Background: an optimization exercise with open tools, aiming at small area, a short achievable clock period and few clock cycles. Do not read the settings as production practice. Function was checked by simulation only, so behaviour that the tests miss may differ from the original. Power figures rest on the tool's default switching activity, not on a simulated workload.

==> design.v <==
`timescale 1ns/1ps
`default_nettype none
package isaPkg;
    typedef enum logic [1:0] {
        aluReg  = 2'b00,
        aluImm  = 2'b01,
        branch  = 2'b10,
        special = 2'b11
    } instrClass;
    typedef enum logic [3:0] {
        opAdd  = 4'd0,
        opSub  = 4'd1,
        opAnd  = 4'd2,
        opOr   = 4'd3,
        opXor  = 4'd4,
        opNot  = 4'd5,
        opShl  = 4'd6,
        opSra  = 4'd7,
        opSrl  = 4'd8,
        opPass = 4'd9
    } aluOp;
    typedef enum logic [1:0] {
        condAlways      = 2'b00,
        condNegative    = 2'b01,
        condNonNegative = 2'b10,
        condZero        = 2'b11
    } branchCond;
    typedef enum logic [3:0] {
        kindLoad  = 4'b1100,
        kindStore = 4'b1101,
        kindOut   = 4'b1111
    } specialKind;
    typedef struct packed {
        instrClass                      cls;
        aluOp                           op;
        logic [4-1:0] rs;
        logic [4-1:0] rt;
        logic [4-1:0] rd;
        logic [14-1:0]      imm;
    } aluFields;
    typedef struct packed {
        instrClass                      cls;
        logic [1:0]                     kind;
        logic [1:0]                     variant;
        logic [4-1:0] rs;
        logic [4-1:0] rt;
        logic [4-1:0] rd;
        logic [14-1:0]      imm;
    } ctlFields;
    typedef union packed {
        aluFields aluForm;
        ctlFields ctlForm;
    } instrWord;
endpackage
`default_nettype wire
`timescale 1ns/1ps
`default_nettype none
package ctrlPkg;
    typedef enum logic [2:0] {
        fetch     = 3'd0,
        decode    = 3'd1,
        execute   = 3'd2,
        memory    = 3'd3,
        writeback = 3'd4
    } cpuState;
    typedef enum logic {
        regA   = 1'b0,
        nextPc = 1'b1
    } operandA;
    typedef enum logic {
        regB      = 1'b0,
        immediate = 1'b1
    } operandB;
endpackage
`default_nettype wire
`timescale 1ns/1ps
`default_nettype none
module claAdder (
    input  logic [32-1:0] a,
    input  logic [32-1:0] b,
    input  logic                       carryIn,
    output logic [32-1:0] sum
);
    localparam int W = 32;
    localparam int Levels = 5;   
    logic [W-1:0] p0;
    logic [W-1:0] gen [Levels+1];
    logic [W-1:0] prop [Levels+1];
    assign p0 = a ^ b;
    assign gen[0] = (a & b) | {{(W-1){1'b0}}, p0[0] & carryIn};
    assign prop[0] = p0;
    for (genvar l = 0; l < Levels; l++) begin : genLevel
        localparam int D = 1 << l;
        for (genvar i = 0; i < W; i++) begin : genBit
            if (i >= D) begin : genNode
                assign gen[l+1][i] = gen[l][i] | (prop[l][i] & gen[l][i-D]);
                assign prop[l+1][i] = prop[l][i] & prop[l][i-D];
            end else begin : genPass
                assign gen[l+1][i] = gen[l][i];
                assign prop[l+1][i] = prop[l][i];
            end
        end
    end
    assign sum = p0 ^ {gen[Levels][W-2:0], carryIn};
endmodule
`default_nettype wire
`timescale 1ns/1ps
`default_nettype none
module alu (
    input  isaPkg::aluOp               func,
    input  logic                       isSub,
    input  logic [32-1:0] opA,
    input  logic [32-1:0] opB,
    output logic [32-1:0] sum,
    output logic [32-1:0] result
);
    logic shiftOne;
    claAdder adder_i (
        .a      (opA),
        .b      (opB),
        .carryIn(isSub),
        .sum    (sum)
    );
    assign shiftOne = opB[0];
    always_comb begin
        result = '0;
        case (func)
            isaPkg::opAdd,
            isaPkg::opSub:  result = sum;
            isaPkg::opAnd:  result = opA & opB;
            isaPkg::opOr:   result = opA | opB;
            isaPkg::opXor:  result = opA ^ opB;
            isaPkg::opNot:  result = ~opA;
            isaPkg::opShl:  result = shiftOne ? {opA[32-2:0], 1'b0} : opA;
            isaPkg::opSra: begin
                result = shiftOne ? {opA[32-1], opA[32-1:1]} : opA;
            end
            isaPkg::opSrl:  result = shiftOne ? {1'b0, opA[32-1:1]} : opA;
            isaPkg::opPass: result = opB;
            default:        result = '0;
        endcase
    end
endmodule
`default_nettype wire
`timescale 1ns/1ps
`default_nettype none
module regFile (
    input  logic                           clk,
    input  logic                           reset,
    input  logic [4-1:0] rsIdx,
    input  logic [4-1:0] rtIdx,
    input  logic [4-1:0] rdIdx,
    input  logic                           writeEn,
    input  logic [32-1:0]     writeData,
    output logic [32-1:0]     rsData,
    output logic [32-1:0]     rtData
);
    logic [32-1:0] regs [16];
    logic [16-1:0]  written;
    always_ff @(posedge clk) begin
        if (reset) begin
            written <= '0;
        end else if (writeEn) begin
            written[rdIdx] <= 1'b1;
        end
    end
    always_ff @(posedge clk) begin
        if (writeEn) begin
            regs[rdIdx] <= writeData;
        end
    end
    logic [16-1:0] rsHot;
    logic [16-1:0] rtHot;
    always_comb begin
        for (int i = 0; i < 16; i++) begin
            rsHot[i] = written[i] && (rsIdx == i[4-1:0]);
            rtHot[i] = written[i] && (rtIdx == i[4-1:0]);
        end
        rsData = '0;
        rtData = '0;
        for (int i = 0; i < 16; i++) begin
            rsData = rsData | (regs[i] & {32{rsHot[i]}});
            rtData = rtData | (regs[i] & {32{rtHot[i]}});
        end
    end
endmodule
`default_nettype wire
`timescale 1ns/1ps
`default_nettype none
`default_nettype wire
`timescale 1ns/1ps
`default_nettype none
`default_nettype wire
`timescale 1ns/1ps
`default_nettype none
module cpuTop (
    input  logic                       clk,
    input  logic                       reset,
    output logic [32-1:0] wbAdr,
    output logic [32-1:0] wbDatW,
    output logic                       wbWe,
    output logic                       wbCyc,
    output logic                       wbStb,
    input  logic [32-1:0] wbDatR,
    input  logic                       wbAck,
    output logic                       outValid,
    output logic [32-1:0] outData
);
    localparam int W = 32;
    localparam int R = 4;
    localparam int P = 10;
    logic [W-1:0] adr;
    logic         cyc;
    logic         we;
    logic         dreq;       
    logic         dLoad;      
    logic [R-1:0] dRd;        
    logic         squash;     
    logic [W-1:0] oReg;       
    logic         outV;
    logic [P-1:0]     pc;      
    isaPkg::instrWord ir;
    logic             irValid;
    logic             irWait;  
    logic [W-1:0]     aReg;    
    logic [W-1:0]     bReg;    
    logic             useImm;
    logic             subOp;
    logic             fresh;   
    logic [1:0] cls;
    logic [3:0] kind;
    logic       isAluClass;
    logic       isBranch;
    logic       isSpecial;
    logic       isLoad;
    logic       isStore;
    logic       isOut;
    logic       isMem;
    logic       predTaken;
    assign cls = ir.aluForm.cls;
    assign kind = {ir.ctlForm.kind, ir.ctlForm.variant};
    assign isAluClass = !cls[1];
    assign isBranch = (cls == isaPkg::branch);
    assign isSpecial = (cls == isaPkg::special);
    assign isLoad = isSpecial && (kind == isaPkg::kindLoad);
    assign isStore = isSpecial && (kind == isaPkg::kindStore);
    assign isOut = isSpecial && (kind == isaPkg::kindOut);
    assign isMem = isSpecial && (kind[3:1] == 3'b110);
    assign predTaken = (ir.ctlForm.variant == isaPkg::condAlways)
                    || ir.aluForm.imm[14-1];
    logic [W-1:0] opA;
    logic [W-1:0] opBFwd;
    logic [W-1:0] rtVal;
    logic [W-1:0] sum;
    logic [W-1:0] aluResult;
    logic [W-1:0] immExt;
    assign immExt = {{(W - 14){ir.aluForm.imm[14-1]}}, ir.aluForm.imm};
    assign opA = aReg;
    assign rtVal = bReg;
    assign opBFwd = (useImm ? immExt : rtVal) ^ {W{subOp}};
    alu alu_i (
        .func  (ir.aluForm.op),
        .isSub (subOp),
        .opA   (opA),
        .opB   (opBFwd),
        .sum   (sum),
        .result(aluResult)
    );
    logic condMet;
    always_comb begin
        case (ir.ctlForm.variant)
            isaPkg::condAlways:      condMet = 1'b1;
            isaPkg::condNegative:    condMet = opA[W-1];
            isaPkg::condNonNegative: condMet = !opA[W-1];
            default:                 condMet = (opA == '0);
        endcase
    end
    logic [P-1:0] target;
    assign target = pc + immExt[P-1:0];
    logic         redirect;
    logic [P-1:0] fixAdr;
    assign redirect = fresh && isBranch && (predTaken != condMet);
    assign fixAdr = condMet ? target : pc;
    isaPkg::instrWord fetched;
    logic             fIsBranch;
    logic             fPredTaken;
    logic             fUseImm;
    logic             fSub;
    assign fetched = wbDatR;
    assign fIsBranch = (fetched.aluForm.cls == isaPkg::branch);
    assign fPredTaken = fIsBranch && ((fetched.ctlForm.variant == isaPkg::condAlways)
                                      || fetched.aluForm.imm[14-1]);
    assign fUseImm = (fetched.aluForm.cls == isaPkg::aluImm) || fIsBranch
                  || ((fetched.aluForm.cls == isaPkg::special)
                      && (fetched.ctlForm.kind == 2'b11) && !fetched.ctlForm.variant[1]);
    assign fSub = !fetched.aluForm.cls[1] && (fetched.aluForm.op == isaPkg::opSub);
    logic [P-1:0] fTarget;
    assign fTarget = adr[P-1:0] + (fetched.aluForm.imm[P-1:0] + P'(32'd4));
    logic         aluExec;
    logic         dataAck;
    logic         loadAck;
    logic [W-1:0] rsData;
    logic [W-1:0] rtData;
    logic [W-1:0] aNext;
    logic [W-1:0] bNext;
    assign aluExec = fresh && isAluClass;
    assign dataAck = cyc && wbAck && dreq;
    assign loadAck = dataAck && dLoad;
    regFile regFile_i (
        .clk      (clk),
        .reset    (reset),
        .rsIdx    (fetched.aluForm.rs),
        .rtIdx    (fetched.aluForm.rt),
        .rdIdx    (dreq ? dRd : ir.aluForm.rd),
        .writeEn  (aluExec || loadAck),
        .writeData(dreq ? wbDatR : aluResult),
        .rsData   (rsData),
        .rtData   (rtData)
    );
    assign aNext = (aluExec && ir.aluForm.rd == fetched.aluForm.rs) ? aluResult : rsData;
    assign bNext = (aluExec && ir.aluForm.rd == fetched.aluForm.rt) ? aluResult : rtData;
    logic         fetchAck;
    logic         goodFetch;
    logic         memNext;    
    logic [P-1:0] adrNext4;
    assign fetchAck = cyc && wbAck && !dreq;
    assign goodFetch = fetchAck && !squash && !redirect;
    assign memNext = irValid && !irWait && isMem;
    assign adrNext4 = adr[P-1:0] + P'(32'd4);
    always_ff @(posedge clk) begin
        if (reset) begin
            adr <= 32'h0000_0000;
            cyc <= 1'b1;
            we <= 1'b0;
            dreq <= 1'b0;
            squash <= 1'b0;
            irValid <= 1'b0;
            irWait <= 1'b0;
            fresh <= 1'b0;
            outV <= 1'b0;
        end else begin
            fresh <= (goodFetch && !memNext) || (dataAck && irWait);
            outV <= fresh && isOut;
            if (fetchAck) begin
                irValid <= goodFetch;
            end
            if (goodFetch) begin
                irWait <= memNext;
                pc <= adrNext4;
                if (memNext) begin
                    adr <= sum;
                    we <= isStore;
                    dreq <= 1'b1;
                end else begin
                    adr <= W'(fPredTaken ? fTarget : adrNext4);
                end
            end else if (fetchAck) begin
                squash <= 1'b0;
                adr <= W'(redirect ? fixAdr : pc);
            end else if (dataAck) begin
                dreq <= 1'b0;
                we <= 1'b0;
                irWait <= 1'b0;
                adr <= W'((isBranch && predTaken) ? target : pc);
            end else if (redirect) begin
                squash <= 1'b1;
                pc <= fixAdr;
            end
        end
    end
    always_ff @(posedge clk) begin
        if (fresh && isOut) begin
            oReg <= sum;
        end else if (fetchAck && memNext) begin
            oReg <= rtVal;
        end
        if (fetchAck) begin
            dLoad <= isLoad;
            dRd <= ir.aluForm.rd;
            ir <= fetched;
            aReg <= aNext;
            bReg <= bNext;
            useImm <= fUseImm;
            subOp <= fSub;
        end else if (loadAck) begin
            if (ir.aluForm.rs == dRd) begin
                aReg <= wbDatR;
            end
            if (ir.aluForm.rt == dRd) begin
                bReg <= wbDatR;
            end
        end
    end
    assign wbAdr = adr;
    assign wbCyc = cyc;
    assign wbStb = cyc;
    assign wbWe = we;
    assign wbDatW = oReg;
    assign outValid = outV;
    assign outData = oReg;
endmodule
`default_nettype wire
==> run.sh <==
#!/bin/bash
# synth_recipe.tcl (not shown) runs the flow's synth.tcl, then flattens the netlist and writes it again
# the make line also repeats each setting of config.mk as NAME=value (left out here)
make -C /OpenROAD-flow-scripts/flow DESIGN_CONFIG=/design/flow/config.mk WORK_HOME=/design/flow/orfs CLKGATE_MAP_FILE= SYNTH_SCRIPT=/design/flow/synth_recipe.tcl finish
==> config.mk <==
export PLATFORM = sky130hd
export DESIGN_NAME = cpuTop
export DESIGN_NICKNAME = cpuTop
export VERILOG_FILES = /design/flow/design.v
export SDC_FILE = /design/flow/constraint.sdc
export NUM_CORES = 4
export LEC_CHECK = 0
export CAP_MARGIN = 20
export CORE_MARGIN = 2
export CORE_UTILIZATION = 40
export PLACE_DENSITY = 0.6
export SETUP_SLACK_MARGIN = 1.6
export SLEW_MARGIN = 20
export TNS_END_PERCENT = 100
==> constraint.sdc <==
create_clock -name core_clock -period 5.5 [get_ports {clk}]
set_input_delay 1.1000 -clock core_clock [delete_from_list [all_inputs] [get_ports {clk}]]
set_output_delay 1.1000 -clock core_clock [all_outputs]
set_load 0.01 [all_outputs]
==> out/results.tsv, run 1 <==
metric	value	unit
Die X-Extent	306	µm
Power Total	14200	µW
final non-filler cell total	4489	
routed vias	31400	
worst reg2reg startpoint	subOp	
CTS max path bufs	3	
flop2flop setup slack	1.48	ns
share of cells above drive strength 1	0.190	
Lkg Pwr	0.0157	µW
Die Y	306	µm
post-route setup TNS	0	ns
synthesized area per cell	11.9	µm²
Req. time, crit path	5.86	ns
CTS tree	done	
CP startpoint kind	register	
Setup Crit Path Kind	register to register	
pwr dens	316	nW/µm²
layout overhead on the synthesized area	22.9	%
Post-DRT Antenna Nets	0	
die area	93900	µm²
GP Congestion	0.969	
Hold Fails Final Rpt	0	
CP Launch Point	subOp	
Max Slew Vio Count	0	
# Max-Cap Violations	0	
first-pass GRT wire length	213	mm
YS warnings	6	
core area	90300	µm²
worst hold slack	0.475	ns
fin crit period	4.02	ns
I/O pins	135	
hold crit path type	register to register	
end of the critical path	regFile_i.regs[6][21]	
CTS H-tree lvls	3	
Worst-Skew Late Latency	0.64	ns
Post-synth ARST share	0	
Num CTS Buffers	77	
largest net degree at the start of global routing	56	
skew final	0.0347	ns
Total GRT Usage	0.312	
PortBufs	132	
worst r2r dst	regFile_i.regs[6][21]	
initial antenna violation count	9	
DRT iter0 DRCs	5403	
Netlist cell types	73	
commonest non-fill, non-tap cell in the layout	edfxtp_1	
drt wl/cell	34.1	µm
Hold Buf Count CTS	0	
DR vias/cell	7.00	
period utilization	0.732	
RSZ-0062 raised after global routing	true	
final setup violating endpoints	0	
status	finished clean	
Detailed Route WL	153	mm
Rel. slew slack	0.278	
CTS Root Cell	clkbuf_16	
FF-to-FF path depth	13	
Least-Margin Pin Slew	1.08	ns
crit-path max FO	9	
GRT overflow	0	
DRC violations left	0	
placed insts	4257	
Syn Inst Count	3079	
commonest non-fill, non-tap cells in the layout	657 x edfxtp_1, 240 x a22o_1, 239 x a221oi_1	
layout net count	3385	
Starting Density	0.405	
maximum resistive drop on vdd	236	µV
Max Clk Rate	248	MHz
row count	110	
Mapped Area	36600	µm²
Seq cells post-synth	712	
Setup crit end kind	register	
Synth Flop Type	edfxtp_1	
vias in the first global route	29800	
Post-synth EDFFs	657	
Worst EP arrival	4.39	ns
1st-pass router iterations	7	
post-synthesis sequential area ratio	0.569	
hpwl dp	98.1	mm
Clock transition at path regs	0.06	ns
Fill cells	7762	
clk sink count	712	
sequential cells by signal, summed over array words and instances (netlist names), 4 cells and up:
| register | flops |
|---|---|
| aReg | 32 |
| adr | 32 |
| bReg | 32 |
| dRd | 4 |
| ir | 32 |
| oReg | 32 |
| pc | 10 |
| regFile_i.regs | 512 |
| regFile_i.written | 16 |
per-layer routing:
metal  wire length (µm)  up-vias  global-route usage
li1                   -    12700                   -
met1              57000    15400               0.401
met2              68000     2755               0.489
met3              18600      673              0.0756
met4               9480       10               0.162
met5                 60        -                   0
power breakdown:
part	internal, µW	total [µW]	switching, µW
Combinational	968	2450	1480
Clock	3210	5470	2270
Sequential	6180	6300	116
Total	10400	14200	3860
cell type report:
class | count | area [µm²] | area share
Sequential cell | 712 | 20800 | 0.463
Multi-Input combinational cell | 1979 | 15900 | 0.355
Timing Repair Buffer | 372 | 3660 | 0.0814
Clock buffer | 93 | 2020 | 0.0449
Tap cell | 1176 | 1470 | 0.0327
Clock inverter | 45 | 613 | 0.0136
Inverter | 107 | 403 | 0.00896
Antenna cell | 5 | 12.5 | 0.000278
cells by family after synthesis:
family / Yosys count / synth area share
XOR/XNOR: 103 / 0.0247
flip-flops: 712 / 0.569
buffers and inverters: 393 / 0.0441
AO/OA/AOI/OAI: 1111 / 0.227
AND/OR/NAND/NOR: 574 / 0.0749
other: 1 / 0.000103
multiplexers: 84 / 0.0246
adder cells (fa/ha/maj): 101 / 0.0352
critical path: stages (launching register included):
cell and delay [ns]:
edfxtp_1 0.52, buf_4 0.37, xor2_1 0.16, buf_4 0.17, ha_4 0.26, and2_4 0.17, nand3_4 0.09, a2111oi_4 0.40
a21oi_4 0.15, buf_6 0.16, o31ai_4 0.25, xor2_2 0.15, a221o_2 0.51, mux2_4 0.36
Yosys cell counts (all sizes together) (23+ instances only):
cell | n | area (µm²)
edfxtp | 657 | 19700
a221oi | 248 | 2180
a22o | 240 | 2100
clkbuf | 226 | 848
nor2 | 191 | 717
o21ai | 149 | 746
a21oi | 138 | 694
nand2 | 135 | 507
inv | 105 | 394
a22oi | 102 | 766
ha | 98 | 1230
xnor2 | 75 | 657
nand4 | 72 | 450
buf | 60 | 364
dfxtp | 55 | 1100
mux2 | 43 | 488
mux2i | 41 | 410
and3 | 40 | 250
nand3 | 38 | 190
a211oi | 36 | 270
a21o | 34 | 255
xor2 | 28 | 245
o22ai | 27 | 169
nor3 | 23 | 115
worst min-delay path by stage:
stage | slack [ns] | startpoint | endpoint | cells after the start
after global routing | 0.50 | we | we | 2
final | 0.47 | adr[30] | adr[30] | 2
after global placement | 0.45 | adr[30] | adr[30] | 2
after floorplan | 0.43 | squash | squash | 2
after CTS | 0.48 | adr[18] | adr[18] | 2
after detailed placement | 0.47 | adr[18] | adr[18] | 2
what timing repair did:
item	CTS	global route
pin swaps	30	50
cloned	3	6
resized for setup	148	166
buffers inserted	37	40
endpoints found under the setup margin	562	482
stage by stage:
step	area (µm²)	setup slack [ns]	util
6_report	44900	1.48	0.498
5_1_grt	44900	1.40	0.498
4_1_cts	43600	1.50	0.483
3_5_place_dp	39800	0.694	0.441
3_3_place_gp	39800	0.780	0.441
2_1_floorplan	36700	1.26	-
Testbench counts, summed over its fixed seeds: cycles 12,647.
==> run 2: changes to the inputs <==
--- a/config.mk
+++ b/config.mk
@@ -5,10 +5,11 @@
 export SDC_FILE = /design/flow/constraint.sdc
 export NUM_CORES = 4
 export LEC_CHECK = 0
+export ABC_AREA = 1
 export CAP_MARGIN = 20
 export CORE_MARGIN = 2
 export CORE_UTILIZATION = 40
 export PLACE_DENSITY = 0.6
-export SETUP_SLACK_MARGIN = 1.6
+export SETUP_SLACK_MARGIN = 2.4
 export SLEW_MARGIN = 20
 export TNS_END_PERCENT = 100
==> out/results.tsv, run 2 <==
metric	value	unit	change
status	finished clean		
layout net count	4651		+37%
RSZ-0062 raised after global routing	true		
synthesized area per cell	9.21	µm²	-23%
DR vias/cell	6.09		-13%
met2 wire len	71.5	mm	+5.2%
CTS H-tree lvls	3		unchanged
Placed Area	41800	µm²	+5.0%
Synth Flop Type	edfxtp_1		
Psw	4050	µW	+4.8%
hpwl dp	108	mm	+10%
Die X-Extent	314	µm	+2.4%
post-synthesis sequential area ratio	0.542		-0.0270
multi-input logic area	17300	µm²	+8.7%
maximum resistive drop on vdd	210	µV	-11%
drt wl/cell	28.5	µm	-16%
GP Congestion	1.00		+3.4%
row count	113		+2.7%
met3 routed WL	22.7	mm	+22%
Power Total	14500	µW	+1.7%
Detailed Route WL	166	mm	+8.7%
post-synth top area cell	edfxtp_1		
Critical Path, Cell by Cell	buf_6, clkinv_8, buf_8, a21oi_4, or2_4, nand2_4, ha_4, nand2_4, nor2_4, nand2_2, nor4_4, nand2_2, nand4_1, nand2_4, o21ai_4, nand2_4, o21ai_4, buf_8		
Max Clk Rate	286	MHz	+15%
vias in the first global route	33300		+12%
most common cell in the netlist	nand2_1		
Largest register FFs	512		unchanged
# Max-Cap Violations	0		unchanged
Reg with most FFs	regFile_i.regs		
layout overhead on the synthesized area	27.5	%	
Worst EP arrival	4.00	ns	-0.39 ns
CTS max path bufs	3		unchanged
Pint	10400	µW	+0.51%
Worst-Skew Late Latency	0.66	ns	+0.02 ns
skew final	0.0338	ns	-0.000940 ns
final setup violating endpoints	0		unchanged
Fill cells	8521		+9.8%
Setup WS pre-CTS	0.914	ns	+0.220 ns
pwr dens	295	nW/µm²	-6.7%
largest net degree at the start of global routing	60		+7.1%
1st-pass router iterations	9		+2
top-area cell type share of the netlist area	0.514		-0.0255
WHS Path Cells	2		unchanged
period utilization	0.637		-0.0951
Starting Density	0.404		-0.00100
commonest non-fill, non-tap cell in the layout	nand2_1		
Seq cells post-synth	712		unchanged
DRT iter0 DRCs	5216		-3.5%
Setup crit end kind	register		
core area	95000	µm²	+5.2%
DRC violations left	0		unchanged
cell count along the critical path	18		+5
Post-synth EDFFs	657		unchanged
crit path buf inv count	4		+1
share of cells above drive strength 1	0.214		+0.0232
Netlist cell types	60		-18%
Post-DRT Antenna Nets	0		unchanged
most frequent CP cell	nand2_4		
die area	98500	µm²	+4.9%
YS warnings	6		unchanged
first-pass GRT wire length	233	mm	+9.2%
Clock transition at path regs	0.07	ns	about the same
crit-path max FO	8		-1
top layer reached by signal wires	met5		
synth cell count leaders	933 x nand2_1, 657 x edfxtp_1, 494 x inv_1		
Total GRT Usage	0.328		+0.0159
Least-Margin Pin Slew	1.07	ns	-0.00792 ns
Setup WS post-layout	2.00	ns	+0.523 ns
initial antenna violation count	6		-3
CP startpoint kind	register		
CTS tree	done		
PortBufs	132		unchanged
Max Slew Vio Count	0		unchanged
Hold Fails Final Rpt	0		unchanged
Lkg Pwr	0.0189	µW	+20%
fin crit period	3.50	ns	-0.523 ns
Worst path slowest cell	edfxtp_1		
Post-synth ARST share	0		unchanged
Crit path max-delay family	simple AND/OR/NAND/NOR gates		
post-route setup TNS	0	ns	unchanged
Num CTS Buffers	77		unchanged
clock power share	0.378		-0.007
Die Y	314	µm	+2.4%
combinational power share	0.189		+0.017
I/O pins	135		unchanged
GRT overflow	0		unchanged
Rel. slew slack	0.281		+0.00263
Sw Share	0.280		+0.00842
hold crit path type	register to register		
routed vias	35600		+13%
Hold Buf Count CTS	0		unchanged
FF-to-FF path depth	18		+5
Setup Crit Path Kind	register to register		
clk sink count	712		unchanged
post-route cell area	49000	µm²	+9.0%
Synth area leaders	edfxtp_1 51%, nand2_1 9.1%, inv_1 4.8%, o22ai_1 3.4%, ha_1 3.2%		
FF+latch area	20800	µm²	about the same
wire length on met1	58.5	mm	+2.6%
commonest non-fill, non-tap cells in the layout	829 x nand2_1, 657 x edfxtp_1, 454 x inv_1		
CTS Root Cell	clkbuf_16		
Mapped Area	38400	µm²	+5.0%
Syn Inst Count	4172		+35%
worst hold slack	0.463	ns	-0.0116 ns
Req. time, crit path	6.00	ns	+0.14 ns
CP max stage delay	0.48	ns	-0.04 ns
Flop pwr share	0.434		-0.009
## run 2: changes by cell type in the layout (fill, tap and decap cells not counted), moves of 49 or more
cell / delta
a22o_1: -228
inv_2: +49
a22oi_1: -60
inv_1: +355
nor2_1: +105
o22ai_1: +183
nand3_1: +102
nand2_2: +62
nand2_1: +700
a221oi_1: -170
## run 2: worst min-delay path, stage by stage, from the launching register on
cell,delay [ns]
dfxtp_1,0.30
nand2_1,0.06
a21oi_1,0.05
## run 2: path summary, 6_finish.rpt
| path | start | endpoint | slack (ns) |
|---|---|---|---|
| max | useImm | regFile_i.regs[5][24] | 2.00 |
| min | adr[16] | adr[16] | 0.46 |
| max reg2reg | useImm | regFile_i.regs[5][24] | 2.00 |
| min reg2reg | adr[16] | adr[16] | 0.46 |
## run 2: metal layers
metal	track usage	vias to the layer above
met5	0	-
met4	0.203	4
met3	0.0960	714
met2	0.508	2757
met1	0.402	16800
li1	-	15300
## run 2: area by class of cell
cell class / instances / share of cell area
Clock inverter: 40 / 0.0110
Antenna cell: 2 / 0.000102
Clock buffer: 97 / 0.0421
Timing Repair inverter: 2 / 0.000562
Sequential cell: 712 / 0.425
Multi-Input combinational cell: 2726 / 0.354
Timing Repair Buffer: 459 / 0.0917
Inverter: 537 / 0.0431
Tap cell: 1265 / 0.0323
## run 2: power groups by stage
stage	Clock [µW]	Combinational, µW	Sequential (µW)
floorplan	0	1060	6340
global placement	0	1710	6380
detailed placement	0	1720	6380
CTS	5480	2270	6260
global route	5690	2870	6270
finish	5460	2730	6270
## run 2: cell families (layout without fill, tap and decap cells)
family / after synthesis / after routing / synth area share
AO/OA/AOI/OAI: 923 / 925 / 0.150
XOR/XNOR: 72 / 72 / 0.0168
adder cells (fa/ha/maj): 101 / 101 / 0.0335
buffers and inverters: 740 / 1135 / 0.0788
flip-flops: 712 / 712 / 0.542
multiplexers: 1 / 1 / 0.000261
other: 1 / 4 / 0.0000976
AND/OR/NAND/NOR: 1622 / 1625 / 0.178
## run 2: timing repair
item / CTS / global route
pin swaps: 68 / 75
gates resized for setup: 441 / 279
endpoints found under the setup margin: 1159 / 1094
hold endpoints to repair: 0 / 0
cloned: 11 / 4
setup buffers: 113 / 57
## run 2: per-stage QoR
step	std cells	utilization
after floorplan	4173	-
after global placement	5514	0.439
after detailed placement	5515	0.440
after CTS	5776	0.498
after global routing	5839	0.516
final	5840	0.516
==> run 3: changes to the inputs <==
==> flow/run.sh (new file) <==
#!/bin/bash
# The standard layout (the standard.sh, standard synthesis included),
# with the port buffers made from buf_2 cells instead of the flow's default
# choice: every input and output port still gets its own buffer.
set -o pipefail
cp standard.sh standard_sh.log
export BUFFER_PORTS_ARGS="-buffer_cell sky130_fd_sc_hd__buf_2"
bash standard.sh > standard.log 2>&1
==> standard.sh (new file) <==
#!/bin/bash
# synth_recipe.tcl (not shown) runs the flow's synth.tcl, then flattens the netlist and writes it again
# the make line also repeats each setting of config.mk as NAME=value (left out here)
make -C /OpenROAD-flow-scripts/flow DESIGN_CONFIG=/design/flow/config.mk WORK_HOME=/design/flow/orfs CLKGATE_MAP_FILE= SYNTH_SCRIPT=/design/flow/synth_recipe.tcl "${@:-finish}"
--- a/config.mk
+++ b/config.mk
@@ -10,6 +10,6 @@
 export CORE_MARGIN = 2
 export CORE_UTILIZATION = 40
 export PLACE_DENSITY = 0.6
-export SETUP_SLACK_MARGIN = 2.4
+export SETUP_SLACK_MARGIN = 2.0
 export SLEW_MARGIN = 20
 export TNS_END_PERCENT = 100
removed: run.sh
==> out/results.tsv, run 3 <==
metric	value	unit	change
Setup Crit Path Kind	primary input to register		
largest net degree at the start of global routing	73		+22%
post-synthesis mux area share	0.000261		unchanged
CTS H-tree lvls	3		unchanged
initial antenna violation count	5		-1
drt wl/cell	28.8	µm	+1.1%
Power Total	13900	µW	-3.6%
vias in the first global route	32100		-3.6%
layout overhead on the synthesized area	18.8	%	
commonest non-fill, non-tap cells in the layout	888 x nand2_1, 657 x edfxtp_1, 484 x inv_1		
skew final	0.0329	ns	-0.000834 ns
RSZ-0062 raised after global routing	true		
DRT iter0 DRCs	5529		+6.0%
I/O pins	135		unchanged
post-synth top area cell	edfxtp_1		
hold_sp	adr[14]		
Synth Area in Compound Gates	0.150		unchanged
status	finished clean		
Req. time, crit path	5.85	ns	-0.15 ns
FF-to-FF path depth	19		+1
Worst EP arrival	4.08	ns	+0.08 ns
Detailed Route WL	165	mm	-0.74%
fin crit period	3.74	ns	+0.236 ns
post-synthesis sequential area ratio	0.542		unchanged
Starting Density	0.404		unchanged
Clock transition at path regs	0.07	ns	about the same
CTS tree	done		
maximum resistive drop on vdd	216	µV	+2.9%
Die X-Extent	314	µm	unchanged
flop2flop setup slack	1.99	ns	about the same
Seq cells post-synth	712		unchanged
most common cell in the netlist	nand2_1		
synthesized area per cell	9.21	µm²	unchanged
Synth Flop Type	edfxtp_1		
die area	98500	µm²	unchanged
Least-Margin Pin Slew	1.08	ns	+0.00619 ns
worst reg2reg startpoint	useImm		
final setup violating endpoints	0		unchanged
pwr dens	306	nW/µm²	+3.5%
worst hold endpoint	adr[14]		
YS warnings	6		unchanged
Num CTS Buffers	79		+2.6%
CP startpoint kind	primary input		
CTS max path bufs	3		unchanged
clk sink count	712		unchanged
simple-gate share of the synthesized area	0.178		unchanged
Largest register FFs	512		unchanged
Lkg Pwr	0.0180	µW	-4.7%
adder-cell share of the synthesized area	0.0335		unchanged
Die Y	314	µm	unchanged
Post-synth EDFFs	657		unchanged
main combinational cell family by area after synthesis	simple AND/OR/NAND/NOR gates		
post-route setup TNS	0	ns	unchanged
first-pass GRT wire length	228	mm	-2.3%
Synth area leaders	edfxtp_1 51%, nand2_1 9.1%, inv_1 4.8%, o22ai_1 3.4%, ha_1 3.2%		
Total GRT Usage	0.322		-0.00529
routed vias	35000		-1.6%
core area	95000	µm²	unchanged
Mapped Area	38400	µm²	unchanged
hpwl dp	111	mm	+2.7%
share of cells above drive strength 1	0.176		-0.0373
period utilization	0.680		+0.0429
Reg with most FFs	regFile_i.regs		
commonest non-fill, non-tap cell in the layout	nand2_1		
GR Util met2	0.492		-0.0160
Hold Fails Final Rpt	0		unchanged
Max Clk Rate	268	MHz	-6.3%
synth cell count leaders	933 x nand2_1, 657 x edfxtp_1, 494 x inv_1		
# Max-Cap Violations	0		unchanged
Max Slew Vio Count	0		unchanged
layout net count	4536		-2.5%
xor and xnor area share after synthesis	0.0168		unchanged
hold crit path type	register to register		
GR Layer Usage met1	0.407		+0.00526
DR vias/cell	6.11		+0.23%
1st-pass router iterations	6		-3
GP Congestion	0.982		-2.0%
top-area cell type share of the netlist area	0.514		unchanged
WHS Path Cells	2		unchanged
CTS Root Cell	clkbuf_16		
PortBufs	132		unchanged
Setup crit end kind	register		
GRT overflow	0		unchanged
row count	113		unchanged
Post-synth ARST share	0		unchanged
met3 Use GR	0.0927		-0.00330
Syn Inst Count	4172		unchanged
Worst-Skew Late Latency	0.66	ns	about the same
Netlist cell types	60		unchanged
Rel. slew slack	0.280		-0.00148
Top Usage Layer GRT	met2		
crit-path max FO	17		+9
Post-DRT Antenna Nets	0		unchanged
worst r2r dst	regFile_i.regs[14][18]		
DRC violations left	0		unchanged
run 3: cell counts after synthesis:
No cell type changed its count.
run 3: layer usage:
layer / vias up / share of wire
li1: 15100 / -
met1: 16700 / 0.36
met2: 2678 / 0.43
met3: 614 / 0.14
met4: 4 / 0.071
met5: - / 0.00019
run 3: repair_timing:
action / 4_1_cts / 5_1_grt
endpoints found under the setup margin: 501 / 735
cloned: 3 / 8
setup buffers: 19 / 41
pin swaps: 19 / 32
hold buffers: 0 / 0
gates resized for setup: 110 / 224
run 3: power breakdown:
group          internal [µW]  switching [µW]  leakage [µW]
Clock                   3100            2320       0.00126
Combinational            731            1520        0.0102
Sequential              6170            96.7       0.00654
Total                  10000            3940        0.0180
run 3: worst max path at each step:
stage | startpoint | to | slack, ns
6_report | wbDatR[20] | bReg[25] | 1.76
5_1_grt | useImm | regFile_i.regs[5][24] | 1.82
4_1_cts | useImm | regFile_i.regs[2][20] | 1.93
3_5_place_dp | subOp | regFile_i.regs[8][24] | 1.08
3_3_place_gp | subOp | regFile_i.regs[12][24] | 1.13
2_1_floorplan | wbAck | regFile_i.regs[10][0] | 1.84
run 3: area by class of cell:
class                      count  area (µm²)
fill                        8955       49400
sequential                   712       20800
multi-input combinational   2725       16100
timing repair buffer         345        2470
clock buffer                  97        2130
inverter                     537        2040
tap                         1265        1580
clock inverter                48         488
antenna                        3        7.51
run 3: critical path, cell delays in order:
cell,delay [ns]
buf_2,0.21
inv_2,0.12
nand2_1,0.10
inv_2,0.07
nand3_2,0.46
clkinv_2,0.62
a221oi_1,0.45
nand3_1,0.13
o21ai_0,0.55
o21ai_1,0.24
run 3: logic make-up after synthesis:
group / after synthesis
compound gates: 923
simple gates: 1622
buf+inv: 740
mux: 1
xor+xnor: 72
flops: 712
fa+ha+maj: 101
other cells: 1
run 3: stage by stage:
stage                util  setup slack [ns]  instances  instance area, µm²  hold slack, ns
detailed placement  0.431              1.08       5513               41000           0.453
floorplan               -              1.84       4173               38400           0.444
global placement    0.431              1.13       5512               40900           0.450
global route        0.480              1.82       5729               45600           0.476
finish              0.480              1.76       5732               45600           0.459
CTS                 0.465              1.93       5680               44200           0.462
==> run 4: changes to the inputs <==
--- a/design.v
+++ b/design.v
@@ -227,6 +227,9 @@
     logic             useImm;
     logic             subOp;
     logic             fresh;   
+    logic [W-1:0] res;
+    logic         resPend;
+    logic [R-1:0] resRd;
     logic [1:0] cls;
     logic [3:0] kind;
     logic       isAluClass;
@@ -311,14 +314,16 @@
         .reset    (reset),
         .rsIdx    (fetched.aluForm.rs),
         .rtIdx    (fetched.aluForm.rt),
-        .rdIdx    (dreq ? dRd : ir.aluForm.rd),
-        .writeEn  (aluExec || loadAck),
-        .writeData(dreq ? wbDatR : aluResult),
+        .rdIdx    (resPend ? resRd : dRd),
+        .writeEn  (resPend || loadAck),
+        .writeData(resPend ? res : wbDatR),
         .rsData   (rsData),
         .rtData   (rtData)
     );
-    assign aNext = (aluExec && ir.aluForm.rd == fetched.aluForm.rs) ? aluResult : rsData;
-    assign bNext = (aluExec && ir.aluForm.rd == fetched.aluForm.rt) ? aluResult : rtData;
+    assign aNext = (aluExec && ir.aluForm.rd == fetched.aluForm.rs) ? aluResult
+                 : (resPend && resRd == fetched.aluForm.rs) ? res : rsData;
+    assign bNext = (aluExec && ir.aluForm.rd == fetched.aluForm.rt) ? aluResult
+                 : (resPend && resRd == fetched.aluForm.rt) ? res : rtData;
     logic         fetchAck;
     logic         goodFetch;
     logic         memNext;    
@@ -338,9 +343,11 @@
             irWait <= 1'b0;
             fresh <= 1'b0;
             outV <= 1'b0;
+            resPend <= 1'b0;
         end else begin
             fresh <= (goodFetch && !memNext) || (dataAck && irWait);
             outV <= fresh && isOut;
+            resPend <= aluExec;
             if (fetchAck) begin
                 irValid <= goodFetch;
             end
@@ -369,6 +376,10 @@
         end
     end
     always_ff @(posedge clk) begin
+        if (aluExec) begin
+            res <= aluResult;
+            resRd <= ir.aluForm.rd;
+        end
         if (fresh && isOut) begin
             oReg <= sum;
         end else if (fetchAck && memNext) begin
==> out/results.tsv, run 4 <==
metric	value	unit	change
status	finished clean		
die area	105000	µm²	+6.1%
final non-filler cell total	6156		+7.4%
hpwl dp	120	mm	+7.8%
CP Launch Point	wbDatR[23]		
CTS max path bufs	3		unchanged
commonest non-fill, non-tap cell in the layout	nand2_1		
Lkg Pwr	0.0192	µW	+6.7%
layout net count	4852		+7.0%
CP startpoint kind	primary input		
# Max-Cap Violations	0		unchanged
Least-Margin Pin Slew	1.34	ns	+0.258 ns
YS warnings	6		unchanged
initial antenna violation count	7		+2
post-route setup TNS	0	ns	unchanged
Synth Flop Type	edfxtp_1		
Final Core Density	0.463		-0.0172
GP Congestion	1.04		+5.7%
Critical Path, Cell by Cell	buf_2, inv_2, nor2_2, nand3_1, buf_4, clkinvlp_4, a221oi_1, nand3_1, o21ai_0, nand2_1, nand3_1, nand2_1		
share of cells above drive strength 1	0.135		-0.0417
Worst-Skew Late Latency	0.69	ns	+0.03 ns
Flop pwr share	0.462		+0.012
DR vias/cell	6.03		-1.2%
Psw	3810	µW	-3.2%
Num CTS Buffers	83		+5.1%
Post-synth ARST share	0		unchanged
Hold Fails Final Rpt	0		unchanged
most common cell in the netlist	nand2_1		
combinational power share	0.125		-0.037
hold_sp	adr[15]		
Worst path slowest cell	clkinvlp_4		
CTS Root Cell	clkbuf_16		
DRC violations left	0		unchanged
WHS Path Cells	2		unchanged
Reg with most FFs	regFile_i.regs		
Total GRT Usage	0.330		+0.00737
RSZ-0062 raised after global routing	true		
post-synth top area cell	edfxtp_1		
worst reg2reg startpoint	ir[29]		
CTS H-tree lvls	3		unchanged
PortBufs	132		unchanged
final setup violating endpoints	0		unchanged
Seq cells post-synth	749		+5.2%
drt wl/cell	28.7	µm	-0.34%
Placed Area	43100	µm²	+5.2%
Starting Density	0.402		-0.00215
Pint	10200	µW	+1.9%
DRT iter0 DRCs	6249		+13%
Req. time, crit path	5.94	ns	+0.09 ns
row count	117		+3.5%
routed vias	37100		+6.1%
worst r2r dst	bReg[11]		
Post-synth EDFFs	693		+5.5%
most frequent CP cell	nand3_1		
I/O pins	135		unchanged
Clock transition at path regs	0.07	ns	about the same
FF+latch area	21900	µm²	+5.3%
Largest register FFs	512		unchanged
maximum resistive drop on vdd	284	µV	+32%
commonest non-fill, non-tap cells in the layout	902 x nand2_1, 693 x edfxtp_1, 630 x inv_1		
Detailed Route WL	177	mm	+7.0%
CTS tree	done		
synth cell count leaders	923 x nand2_1, 693 x edfxtp_1, 633 x inv_1		
1st-pass router iterations	7		+1
Hold Buf Count CTS	0		unchanged
flop2flop setup slack	1.98	ns	about the same
Max Clk Rate	282	MHz	+5.5%
largest net degree at the start of global routing	60		-18%
Post-DRT Antenna Nets	0		unchanged
clock power share	0.413		+0.024
fin crit period	3.54	ns	-0.196 ns
Rel. slew slack	0.106		-0.173
core area	101000	µm²	+6.8%
post-route cell area	47000	µm²	+2.9%
Synth area leaders	edfxtp_1 51%, nand2_1 8.5%, inv_1 5.8%, o22ai_1 5.8%, nor2_1 3.9%		
post-synthesis sequential area ratio	0.538		-0.00470
multi-input logic area	16000	µm²	-0.37%
CP max stage delay	0.58	ns	-0.04 ns
Syn Inst Count	4554		+9.2%
synthesized area per cell	8.96	µm²	-2.7%
pwr dens	298	nW/µm²	-2.4%
Sw Share	0.272		-0.0102
Setup crit end kind	register		
vias in the first global route	33900		+5.6%
Mapped Area	40800	µm²	+6.2%
Crit path max-delay family	buffers and inverters		
skew final	0.0364	ns	+0.00348 ns
layout overhead on the synthesized area	15.1	%	
clk sink count	749		+5.2%
period utilization	0.644		-0.0356
Die Y	323	µm	+3.0%
top-area cell type share of the netlist area	0.510		-0.00352
placed insts	5946		+7.9%
hold crit path type	register to register		
Worst EP arrival	3.98	ns	-0.10 ns
crit path buf inv count	4		unchanged
GRT overflow	0		unchanged
crit-path max FO	13		-4
Max Slew Vio Count	0		unchanged
FF-to-FF path depth	10		-9
Fill cells	9763		+9.0%
first-pass GRT wire length	247	mm	+8.3%
worst hold endpoint	adr[15]		
Netlist cell types	59		-1.7%
Setup Crit Path Kind	primary input to register		
Die X-Extent	323	µm	+3.0%
-- run 4: cell count changes in the layout (fill, tap and decap cells not counted), moves of 15 or more --
cell	before	now
edfxtp_1	657	693
a221oi_1	71	17
xor2_1	20	36
o22ai_1	209	376
o21ai_0	165	230
nand3_1	163	219
a22oi_1	42	26
nand4_1	73	46
inv_1	484	630
buf_6	17	2
buf_4	185	149
nor2_1	290	397
-- run 4: cell families after synthesis --
group	synth area share
and+or+nand+nor	0.178
AOI/OAI and AO/OA	0.149
buffers and inverters	0.0892
DFF	0.538
adders and majority gates	0.0315
xor gates and xnor gates	0.0142
other	0.0000919
-- run 4: worst max-delay path by stage --
stage,end,cells past startpoint
floorplan,aReg[0],5
global placement,regFile_i.regs[14][24],8
detailed placement,regFile_i.regs[14][24],8
CTS,bReg[25],17
global route,bReg[11],10
finish,aReg[17],12
-- run 4: worst reg2reg max path, delay by kind of cell, from the launching register on --
family,cells,cell delay [ns]
buffers and inverters,2,1.44
and+or+nand+nor,7,1.40
DFF,1,0.46
AOI/OAI and AO/OA,1,0.08
-- run 4: routing by layer --
layer | share of wire | wire length, µm | global-route usage | vias up
li1 | - | - | - | 16000
met1 | 0.38 | 67000 | 0.436 | 17600
met2 | 0.42 | 74900 | 0.494 | 2867
met3 | 0.14 | 24500 | 0.100 | 644
met4 | 0.059 | 10400 | 0.154 | 4
met5 | 0.00019 | 33 | 0 | -
-- run 4: power by group through the flow --
stage	clock, µW	combinational [µW]	sequential [µW]
final	5780	1760	6460
after detailed placement	0	1540	6580
after global routing	6020	1900	6460
after floorplan	0	996	6520
after CTS	5810	1570	6460
after global placement	0	1540	6580
-- run 4: cell type report --
cell class | instances | area share
Multi-Input combinational cell | 2921 | 0.341
Inverter | 669 | 0.0544
Clock inverter | 47 | 0.0116
Sequential cell | 749 | 0.467
Clock buffer | 106 | 0.0476
Timing Repair Buffer | 290 | 0.0413
Antenna cell | 4 | 0.000213
Timing Repair inverter | 2 | 0.000293
Tap cell | 1368 | 0.0364
-- run 4: timing repair --
| item | CTS | global route |
|---|---|---|
| resized for setup | 26 | 134 |
| setup endpoints to repair | 167 | 263 |
| pin swaps | 5 | 28 |
| setup buffers | 7 | 43 |
| cloned | 1 | 2 |
-- run 4: metrics by stage --
step | hold WS (ns) | total power (µW) | worst slack (ns)
final | 0.462 | 14000 | 1.96
after global routing | 0.474 | 14400 | 1.90
after CTS | 0.463 | 13800 | 1.98
after detailed placement | 0.454 | 8120 | 1.26
after global placement | 0.449 | 8120 | 1.22
after floorplan | 0.444 | 7520 | 1.56
Testbench counts of run 4, summed over its fixed seeds: cycles 12,647.
==> run 5: changes to the inputs <==
==> run.sh (new file) <==
#!/bin/bash
# synth_recipe.tcl (not shown) runs the flow's synth.tcl, then flattens the netlist and writes it again
# the make line also repeats each setting of config.mk as NAME=value (left out here)
make -C /OpenROAD-flow-scripts/flow DESIGN_CONFIG=/design/flow/config.mk WORK_HOME=/design/flow/orfs CLKGATE_MAP_FILE= SYNTH_SCRIPT=/design/flow/synth_recipe.tcl finish
removed: flow/run.sh
removed: standard.sh
==> out/results.tsv, run 5 <==
metric	value	unit	change
status	finished clean		
Hold Fails Final Rpt	0		unchanged
fin crit period	3.44	ns	-0.0991 ns
RSZ-0062 raised after global routing	true		
final setup violating endpoints	0		unchanged
Setup crit end kind	register		
PortBufs	132		unchanged
Lkg Pwr	0.0195	µW	+1.3%
largest net degree at the start of global routing	63		+5.0%
I/O pins	135		unchanged
commonest non-fill, non-tap cell in the layout	nand2_1		
YS warnings	6		unchanged
Total GRT Usage	0.331		+0.00136
clk sink count	749		unchanged
Syn Inst Count	4554		unchanged
post-synth top area cell	edfxtp_1		
post-route setup TNS	0	ns	unchanged
share of cells above drive strength 1	0.129		-0.00598
CTS max path bufs	3		unchanged
row count	117		unchanged
die area	105000	µm²	unchanged
Hold Buf Count CTS	0		unchanged
post-route cell area	48600	µm²	+3.5%
layout net count	4887		+0.72%
Clock transition at path regs	0.07	ns	about the same
Detailed Route WL	176	mm	-0.35%
vias in the first global route	34300		+1.1%
Seq cells post-synth	749		unchanged
hpwl dp	118	mm	-1.3%
hold_sp	adr[17]		
top-area cell type share of the netlist area	0.510		unchanged
Die X-Extent	323	µm	unchanged
# Max-Cap Violations	0		unchanged
post-synthesis sequential area ratio	0.538		unchanged
Mapped Area	40800	µm²	unchanged
commonest non-fill, non-tap cells in the layout	888 x nand2_1, 693 x edfxtp_1, 622 x inv_1		
period utilization	0.626		-0.0180
worst r2r dst	bReg[3]		
Worst EP arrival	3.76	ns	-0.22 ns
Post-DRT Antenna Nets	0		unchanged
Reg with most FFs	regFile_i.regs		
DR vias/cell	5.96		-1.2%
skew final	0.0359	ns	-0.000462 ns
most common cell in the netlist	nand2_1		
maximum resistive drop on vdd	194	µV	-32%
Die Y	323	µm	unchanged
initial antenna violation count	9		+2
Post-synth EDFFs	693		unchanged
synth cell count leaders	923 x nand2_1, 693 x edfxtp_1, 633 x inv_1		
Least-Margin Pin Slew	1.03	ns	-0.311 ns
WHS Path Cells	2		unchanged
Synth Flop Type	edfxtp_1		
CTS H-tree lvls	3		unchanged
Rel. slew slack	0.312		+0.206
worst reg2reg startpoint	useImm		
Setup WS pre-CTS	0.785	ns	-0.472 ns
Worst-Skew Late Latency	0.67	ns	-0.02 ns
worst hold endpoint	adr[17]		
Placed Area	43800	µm²	+1.7%
DRT iter0 DRCs	5188		-17%
drt wl/cell	28.5	µm	-0.93%
synthesized area per cell	8.96	µm²	unchanged
Synth area leaders	edfxtp_1 51%, nand2_1 8.5%, inv_1 5.8%, o22ai_1 5.8%, nor2_1 3.9%		
hold crit path type	register to register		
Req. time, crit path	5.81	ns	-0.13 ns
FF-to-FF path depth	14		+4
Largest register FFs	512		unchanged
core area	101000	µm²	unchanged
layout overhead on the synthesized area	19.1	%	
Netlist cell types	59		unchanged
Starting Density	0.402		unchanged
Power Total	14300	µW	+1.9%
GRT overflow	0		unchanged
CTS Root Cell	clkbuf_16		
routed vias	36900		-0.66%
GP Congestion	0.981		-5.5%
Num CTS Buffers	83		unchanged
Setup Crit Path Kind	primary input to register		
CP startpoint kind	primary input		
Post-synth ARST share	0		unchanged
first-pass GRT wire length	247	mm	+0.23%
Max Slew Vio Count	0		unchanged
flop2flop setup slack	2.08	ns	+0.10 ns
CTS tree	done		
Max Clk Rate	290	MHz	+2.9%
Setup WS post-layout	2.06	ns	+0.0991 ns
crit-path max FO	17		+4
Fill cells	9649		-1.2%
1st-pass router iterations	8		+1
pwr dens	294	nW/µm²	-1.5%
DRC violations left	0		unchanged
[run 5: critical path, cell delays in order]
cell	delay [ns]
dlygate4sd2_1	0.58
nand2_1	0.20
inv_1	0.24
nand2_2	0.29
nand2_1	0.29
nand2_1	0.30
nor2_4	0.30
buf_4	0.43
[run 5: layer usage]
metal	track usage	wire length, µm	up-vias
met5	0	28	-
met4	0.170	10600	6
met3	0.0833	22400	577
met2	0.512	77300	2727
met1	0.430	65800	17500
li1	-	-	16100
[run 5: cell families (layout without fill, tap and decap cells)]
kind of cell / Yosys count / count (layout) / synth area share
xor+xnor: 66 / 66 / 0.0142
compound gates: 1020 / 1020 / 0.149
buf+inv: 886 / 1150 / 0.0892
other cells: 1 / 6 / 0.0000919
flops: 749 / 749 / 0.538
fa+ha+maj: 101 / 101 / 0.0315
simple gates: 1731 / 1732 / 0.178
[run 5: final cells by class]
| type | count | area [µm²] | share of cell area |
|---|---|---|---|
| tap | 1368 | 1710 | 0.0352 |
| timing repair inverter | 2 | 10.0 | 0.000206 |
| antenna | 4 | 10.0 | 0.000206 |
| clock buffer | 95 | 2200 | 0.0454 |
| sequential | 749 | 21900 | 0.451 |
| timing repair buffer | 325 | 3070 | 0.0633 |
| multi-input combinational | 2921 | 16400 | 0.337 |
| clock inverter | 59 | 684 | 0.0141 |
| inverter | 669 | 2580 | 0.0531 |
[run 5: what timing repair did]
item	CTS	global route
gates cloned	3	0
buffers inserted	33	40
endpoints found under the setup margin	670	113
resized for setup	79	212
pin swaps	12	37
[run 5: worst max path at each step]
stage,startpoint,endpoint,slack (ns),depth (start not counted)
after floorplan,wbAck,aReg[0],1.56,5
after global placement,wbDatR[19],bReg[21],0.53,10
after detailed placement,wbAck,regFile_i.regs[1][8],0.78,8
after CTS,useImm,bReg[21],1.87,21
after global routing,useImm,bReg[21],1.90,21
final,wbAck,regFile_i.regs[1][0],2.06,8
[run 5: metrics by stage]
| stage | util | instances | hold WS (ns) |
|---|---|---|---|
| 6_report | 0.479 | 6192 | 0.463 |
| 2_1_floorplan | - | 4555 | 0.444 |
| 4_1_cts | 0.466 | 6147 | 0.463 |
| 5_1_grt | 0.479 | 6189 | 0.486 |
| 3_3_place_gp | 0.432 | 5956 | 0.453 |
| 3_5_place_dp | 0.432 | 5957 | 0.455 |
[run 5: power by group]
part | total (µW) | internal [µW] | switching [µW] | leakage (µW)
combinational | 1840 | 572 | 1270 | 0.0113
clock | 5960 | 3470 | 2490 | 0.00140
sequential | 6470 | 6350 | 112 | 0.00682
==> run 6: changes to the inputs <==
--- a/config.mk
+++ b/config.mk
@@ -10,6 +10,6 @@
 export CORE_MARGIN = 2
 export CORE_UTILIZATION = 40
 export PLACE_DENSITY = 0.6
-export SETUP_SLACK_MARGIN = 2.0
+export SETUP_SLACK_MARGIN = 2.4
 export SLEW_MARGIN = 20
 export TNS_END_PERCENT = 100
==> out/results.tsv, run 6 <==
metric	value	unit	change
status	finished clean		
Total GRT Usage	0.338		+0.00729
CP startpoint kind	register		
routed vias	38100		+3.4%
most frequent CP cell	nand2_2		
Least-Margin Pin Slew	1.02	ns	-0.00375 ns
Die X-Extent	323	µm	unchanged
Lkg Pwr	0.0205	µW	+5.1%
Post-synth EDFFs	693		unchanged
skew final	0.0184	ns	-0.0175 ns
CTS max path bufs	3		unchanged
YS warnings	6		unchanged
maximum resistive drop on vdd	194	µV	about the same
Critical Path, Cell by Cell	buf_6, buf_12, buf_12, nand2_2, nand2_2, xor2_4, ha_4, nand2_2, nor2_2, nand2_1, nor2_1, nand2_1, o211ai_1, buf_4, nand2_4, nand3_2, nand2_2, o21ai_1, nand2_1		
DRC violations left	0		unchanged
share of cells above drive strength 1	0.208		+0.0794
Rel. slew slack	0.315		+0.00251
CP max stage delay	0.47	ns	-0.11 ns
FF+latch area	21900	µm²	unchanged
post-synth top area cell	edfxtp_1		
# Max-Cap Violations	0		unchanged
Fill cells	9314		-3.5%
Synth area leaders	edfxtp_1 51%, nand2_1 8.5%, inv_1 5.8%, o22ai_1 5.8%, nor2_1 3.9%		
Num CTS Buffers	83		unchanged
Seq cells post-synth	749		unchanged
layout overhead on the synthesized area	26.9	%	
Setup crit end kind	register		
vias in the first global route	35100		+2.6%
Reg with most FFs	regFile_i.regs		
Req. time, crit path	5.91	ns	+0.10 ns
synthesized area per cell	8.96	µm²	unchanged
Max Clk Rate	293	MHz	+1.0%
Clock transition at path regs	0.06	ns	about the same
Max Slew Vio Count	0		unchanged
PortBufs	132		unchanged
CTS H-tree lvls	3		unchanged
largest net degree at the start of global routing	64		+1.6%
die area	105000	µm²	unchanged
most common cell in the netlist	nand2_1		
commonest non-fill, non-tap cells in the layout	797 x nand2_1, 693 x edfxtp_1, 591 x inv_1		
Mapped Area	40800	µm²	unchanged
pwr dens	285	nW/µm²	-2.8%
Pint	10600	µW	+2.1%
commonest non-fill, non-tap cell in the layout	nand2_1		
Setup Crit Path Kind	register to register		
hpwl dp	119	mm	+0.92%
Sw Share	0.281		+0.0103
I/O pins	135		unchanged
Starting Density	0.402		unchanged
top-area cell type share of the netlist area	0.510		unchanged
Post-DRT Antenna Nets	0		unchanged
final setup violating endpoints	0		unchanged
GP Congestion	0.995		+1.4%
post-route setup TNS	0	ns	unchanged
clk sink count	749		unchanged
multi-input logic area	18400	µm²	+13%
period utilization	0.620		-0.00634
Die Y	323	µm	unchanged
first-pass GRT wire length	253	mm	+2.3%
combinational power share	0.173		+0.044
layout net count	5003		+2.4%
DR vias/cell	6.05		+1.6%
Hold Fails Final Rpt	0		unchanged
core area	101000	µm²	unchanged
drt wl/cell	28.9	µm	+1.7%
Largest register FFs	512		unchanged
RSZ-0062 raised after global routing	true		
Hold Buf Count CTS	0		unchanged
Flop pwr share	0.438		-0.015
Final Core Density	0.510		+0.0315
1st-pass router iterations	6		-2
Post-synth ARST share	0		unchanged
row count	117		unchanged
clock power share	0.389		-0.029
fin crit period	3.41	ns	-0.0349 ns
Worst path slowest cell	edfxtp_1		
initial antenna violation count	3		-6
Netlist cell types	59		unchanged
DRT iter0 DRCs	5375		+3.6%
post-synthesis sequential area ratio	0.538		unchanged
Syn Inst Count	4554		unchanged
CTS tree	done		
crit path buf inv count	4		+1
Detailed Route WL	182	mm	+3.5%
Worst-Skew Late Latency	0.67	ns	about the same
crit-path max FO	8		-9
Crit path max-delay family	simple AND/OR/NAND/NOR gates		
Synth Flop Type	edfxtp_1		
Psw	4150	µW	+7.5%
hold crit path type	register to register		
CTS Root Cell	clkbuf_16		
GRT overflow	0		unchanged
Worst EP arrival	3.81	ns	+0.05 ns
synth cell count leaders	923 x nand2_1, 693 x edfxtp_1, 633 x inv_1		
==> run 6: area by class of cell <==
class	instances	share of cell area
Sequential cell	749	0.424
Antenna cell	2	0.0000967
Clock inverter	48	0.0108
Timing Repair Buffer	437	0.0822
Timing Repair inverter	6	0.00133
Clock buffer	103	0.0422
Inverter	669	0.0508
Multi-Input combinational cell	2921	0.356
Tap cell	1368	0.0331
==> run 6: cells by family (layout without fill, tap and decap cells) <==
group / count (synthesis) / count (layout) / synth area share
AOI/OAI and AO/OA: 1020 / 1020 / 0.149
xor gates and xnor gates: 66 / 66 / 0.0142
adders and majority gates: 101 / 101 / 0.0315
buffers and inverters: 886 / 1263 / 0.0892
DFF: 749 / 749 / 0.538
other: 1 / 4 / 0.0000919
and+or+nand+nor: 1731 / 1732 / 0.178
==> run 6: worst reg2reg max path, stage by stage (launching register included) <==
cell and delay (ns):
edfxtp_1 0.47, buf_6 0.17, buf_12 0.14, buf_12 0.15, nand2_2 0.07, nand2_2 0.08
xor2_4 0.18, ha_4 0.35, nand2_2 0.13, nor2_2 0.27, nand2_1 0.12, nor2_1 0.15
nand2_1 0.08, o211ai_1 0.11, buf_4 0.20, nand2_4 0.07, nand3_2 0.09, nand2_2 0.11
o21ai_1 0.15, nand2_1 0.07
==> run 6: path summary, 6_finish.rpt <==
check                   to  slack (ns)  depth (start not counted)    start
setup reg to reg  aReg[21]        2.09                         19   useImm
hold / removal     adr[23]        0.46                          2  adr[23]
hold reg to reg    adr[23]        0.46                          2  adr[23]
setup / recovery  aReg[21]        2.09                         19   useImm
==> run 6: power groups by stage <==
| stage | registers [µW] | clock network (µW) | logic (µW) |
|---|---|---|---|
| 3_3_place_gp | 6580 | 0 | 1540 |
| 6_report | 6470 | 5750 | 2550 |
| 4_1_cts | 6460 | 5790 | 1960 |
| 2_1_floorplan | 6520 | 0 | 998 |
| 5_1_grt | 6470 | 6020 | 2690 |
| 3_5_place_dp | 6580 | 0 | 1540 |
==> run 6: layer usage <==
layer,share of wire,global-route usage,wire [µm]
met1,0.37,0.430,67700
met2,0.43,0.519,79200
met3,0.12,0.0871,22400
met4,0.072,0.203,13000
met5,0.00016,0,30
==> run 6: repair_timing <==
action                                  4_1_cts  5_1_grt
resized for setup                           450      432
cloned                                        8        0
pin swaps                                    77      155
buffers inserted                             95       90
endpoints found under the hold margin         0        0
endpoints found under the setup margin      727      609
==> run 6: stage by stage <==
step           setup WS [ns]  std cells  total power (µW)  cell area (µm²)  hold WS (ns)
6_report                2.09       6303             14800            51800         0.462
4_1_cts                 2.22       6211             14200            49200         0.465
3_5_place_dp           0.857       5957              8120            43900         0.456
2_1_floorplan           2.40       4555              7520            40900         0.444
3_3_place_gp           0.881       5956              8120            43800         0.452
5_1_grt                 2.03       6301             15200            51800         0.478
==> run 7: changes to the inputs <==
--- a/config.mk
+++ b/config.mk
@@ -10,6 +10,6 @@
 export CORE_MARGIN = 2
 export CORE_UTILIZATION = 40
 export PLACE_DENSITY = 0.6
-export SETUP_SLACK_MARGIN = 2.4
+export SETUP_SLACK_MARGIN = 1.8
 export SLEW_MARGIN = 20
 export TNS_END_PERCENT = 100
==> out/results.tsv, run 7 <==
metric	value	unit	change
post-route setup TNS	0	ns	unchanged
first-pass GRT wire length	253	mm	-0.16%
DRT iter0 DRCs	5353		-0.41%
hold_sp	adr[18]		
FF-to-FF path depth	14		-5
Worst path slowest cell	clkdlybuf4s50_1		
Crit path max-delay family	buffers and inverters		
Post-synth EDFFs	693		unchanged
Clock transition at path regs	0.06	ns	about the same
Max Slew Vio Count	0		unchanged
Synth area leaders	edfxtp_1 51%, nand2_1 8.5%, inv_1 5.8%, o22ai_1 5.8%, nor2_1 3.9%		
pwr dens	298	nW/µm²	+4.3%
initial antenna violation count	4		+1
PortBufs	132		unchanged
1st-pass router iterations	9		+3
most frequent CP cell	nand3_1		
period utilization	0.689		+0.0699
top layer reached by signal wires	met5		
CP startpoint kind	primary input		
commonest non-fill, non-tap cell in the layout	nand2_1		
Setup WS post-layout	1.71	ns	-0.384 ns
flop2flop setup slack	1.80	ns	-0.29 ns
worst hold endpoint	adr[18]		
RSZ-0062 raised after global routing	true		
Psw	3920	µW	-5.7%
CTS tree	done		
GRT overflow	0		unchanged
hpwl dp	122	mm	+2.0%
hold crit path type	register to register		
final setup violating endpoints	0		unchanged
top-area cell type share of the netlist area	0.510		unchanged
status	finished clean		
Critical Path, Cell by Cell	clkdlybuf4s50_1, nor2_1, nand3_1, buf_4, buf_4, o22ai_1, a211oi_1, nand3_1, o21ai_1, nand2_1, nand3_1, nand2_1		
Syn Inst Count	4554		unchanged
commonest non-fill, non-tap cells in the layout	908 x nand2_1, 693 x edfxtp_1, 630 x inv_1		
WHS Path Cells	2		unchanged
Flop pwr share	0.456		+0.018
CP max stage delay	0.73	ns	+0.26 ns
Hold Fails Final Rpt	0		unchanged
Post-synth ARST share	0		unchanged
drt wl/cell	29.4	µm	+1.7%
worst reg2reg startpoint	useImm		
Seq cells post-synth	749		unchanged
met2 wire len	78.6	mm	-0.72%
Worst-Skew Late Latency	0.69	ns	+0.02 ns
Setup crit end kind	register		
clk sink count	749		unchanged
clock power share	0.421		+0.032
most common cell in the netlist	nand2_1		
core area	101000	µm²	unchanged
GP Congestion	1.03		+3.5%
DR vias/cell	6.04		-0.22%
Die X-Extent	323	µm	unchanged
Detailed Route WL	181	mm	-0.61%
Setup WS pre-CTS	1.04	ns	+0.185 ns
Lkg Pwr	0.0192	µW	-6.2%
Post-DRT Antenna Nets	0		unchanged
crit-path max FO	17		+9
layout overhead on the synthesized area	16.8	%	
CTS H-tree lvls	3		unchanged
Die Y	323	µm	unchanged
vias in the first global route	34500		-1.8%
post-synthesis sequential area ratio	0.538		unchanged
YS warnings	6		unchanged
Synth Flop Type	edfxtp_1		
Total GRT Usage	0.339		+0.00109
Max Clk Rate	264	MHz	-10%
die area	105000	µm²	unchanged
CTS Root Cell	clkbuf_16		
Largest register FFs	512		unchanged
Netlist cell types	59		unchanged
DRC violations left	0		unchanged
Req. time, crit path	5.92	ns	about the same
# Max-Cap Violations	0		unchanged
skew final	0.0346	ns	+0.0161 ns
Reg with most FFs	regFile_i.regs		
fin crit period	3.79	ns	+0.384 ns
cell count along the critical path	12		-7
met3 routed WL	23.1	mm	+3.2%
synthesized area per cell	8.96	µm²	unchanged
Setup Crit Path Kind	primary input to register		
I/O pins	135		unchanged
row count	117		unchanged
largest net degree at the start of global routing	65		+1.6%
CTS max path bufs	3		unchanged
Worst EP arrival	4.21	ns	+0.40 ns
Rel. slew slack	0.209		-0.106
Starting Density	0.402		unchanged
Mapped Area	40800	µm²	unchanged
Pint	10300	µW	-3.3%
layout net count	4852		-3.0%
Sw Share	0.276		-0.00519
wire length on met1	67.6	mm	-0.10%
worst r2r dst	aReg[31]		
routed vias	37200		-2.5%
combinational power share	0.122		-0.051
maximum resistive drop on vdd	245	µV	+26%
post-synth top area cell	edfxtp_1		
synth cell count leaders	923 x nand2_1, 693 x edfxtp_1, 633 x inv_1		
crit path buf inv count	3		-1
share of cells above drive strength 1	0.100		-0.108
Least-Margin Pin Slew	1.19	ns	+0.162 ns
Num CTS Buffers	86		+3.6%
## run 7: cell families after synthesis
group,share of synthesized area
fa+ha+maj,0.0315
buf+inv,0.0892
compound gates,0.149
xor+xnor,0.0142
flops,0.538
simple gates,0.178
other cells,0.0000919
## run 7: worst max path at each step
stage / start / endpoint / slack (ns)
after floorplan: wbAck / aReg[0] / 1.56
after CTS: useImm / aReg[31] / 1.77
after global placement: wbDatR[23] / aReg[20] / 1.06
after global routing: useImm / bReg[10] / 1.75
final: wbDatR[20] / bReg[20] / 1.71
after detailed placement: wbDatR[23] / aReg[20] / 1.04
## run 7: per-stage QoR
stage	cell area, µm²	hold WS, ns	power (µW)	util	instances
2_1_floorplan	40800	0.444	7520	-	4555
6_report	47700	0.463	14200	0.470	6159
3_3_place_gp	44000	0.452	8170	0.434	5974
3_5_place_dp	44000	0.456	8170	0.434	5974
4_1_cts	47100	0.466	14100	0.464	6137
5_1_grt	47600	0.479	14500	0.470	6155
## run 7: power by group through the flow
stage	sequential, µW	combinational, µW	clock [µW]
floorplan	6530	994	0
global placement	6590	1580	0
detailed placement	6590	1580	0
CTS	6470	1610	6000
global route	6470	1870	6200
finish	6470	1740	5980
## run 7: layer usage
metal	vias up	global-route usage
li1	16000	-
met1	17600	0.437
met2	2804	0.521
met3	698	0.0887
met4	4	0.186
met5	-	0
## run 7: cell type report
class | count | area, µm²
antenna | 6 | 15.0
clock buffer | 104 | 2280
clock inverter | 53 | 598
fill | 9653 | 53800
inverter | 669 | 2530
multi-input combinational | 2921 | 15800
sequential | 749 | 21900
tap | 1368 | 1710
timing repair buffer | 289 | 2740
## run 7: worst register-to-register path: cells and delay by family, from the launching register on
kind | cells | cell delay, ns
DFF | 1 | 0.52
buffers and inverters | 2 | 0.39
and+or+nand+nor | 8 | 1.26
adders and majority gates | 1 | 0.40
AOI/OAI and AO/OA | 2 | 0.51
xor gates and xnor gates | 1 | 0.35
## run 7: timing repair
| action | in CTS | in global routing |
|---|---|---|
| hold buffers | 0 | 0 |
| gates resized for setup | 24 | 99 |
| gates cloned | 0 | 1 |
| pin swaps | 3 | 6 |
| setup endpoints to repair | 95 | 350 |
| buffers inserted | 6 | 14 |

## static timing again, ports no longer ideal
How much do the figures lean on ideal ports? The routed layouts below were timed once more, with nothing changed but the port constraints. Step 1, drivers: a clkbuf_16 drives clk and a buf_2 each remaining input, both assumed. Step 2 also shifts input and output timing later by t, the mid clock arrival at the registers, as if the neighbouring blocks saw the same clock. a / b / c = no drivers / after step 1 / after step 2; a / b = the first two.
run	shift t [ns]	setup slack, ns	worst setup path after step 2	cell pins on the clock port's net
run 1	0.692	1.475 / 1.475 / 0.955	input to register	1
run 2	0.718	1.998 / 1.998 / 1.571	input to register	1
run 3	0.717	1.763 / 1.808 / 1.091	input to register	1
run 4	0.752	1.959 / 1.878 / 1.127	input to register	1
run 5	0.719	2.058 / 2.062 / 1.343	input to register	1
run 6	0.732	2.093 / 2.093 / 1.477	input to register	1
run 7	0.747	1.708 / 1.717 / 0.970	input to register	1
After both steps every run listed still meets setup and hold. The setup slack of run 4, which loses most, moves by -0.081 ns with the drivers and by -0.832 ns with both steps.
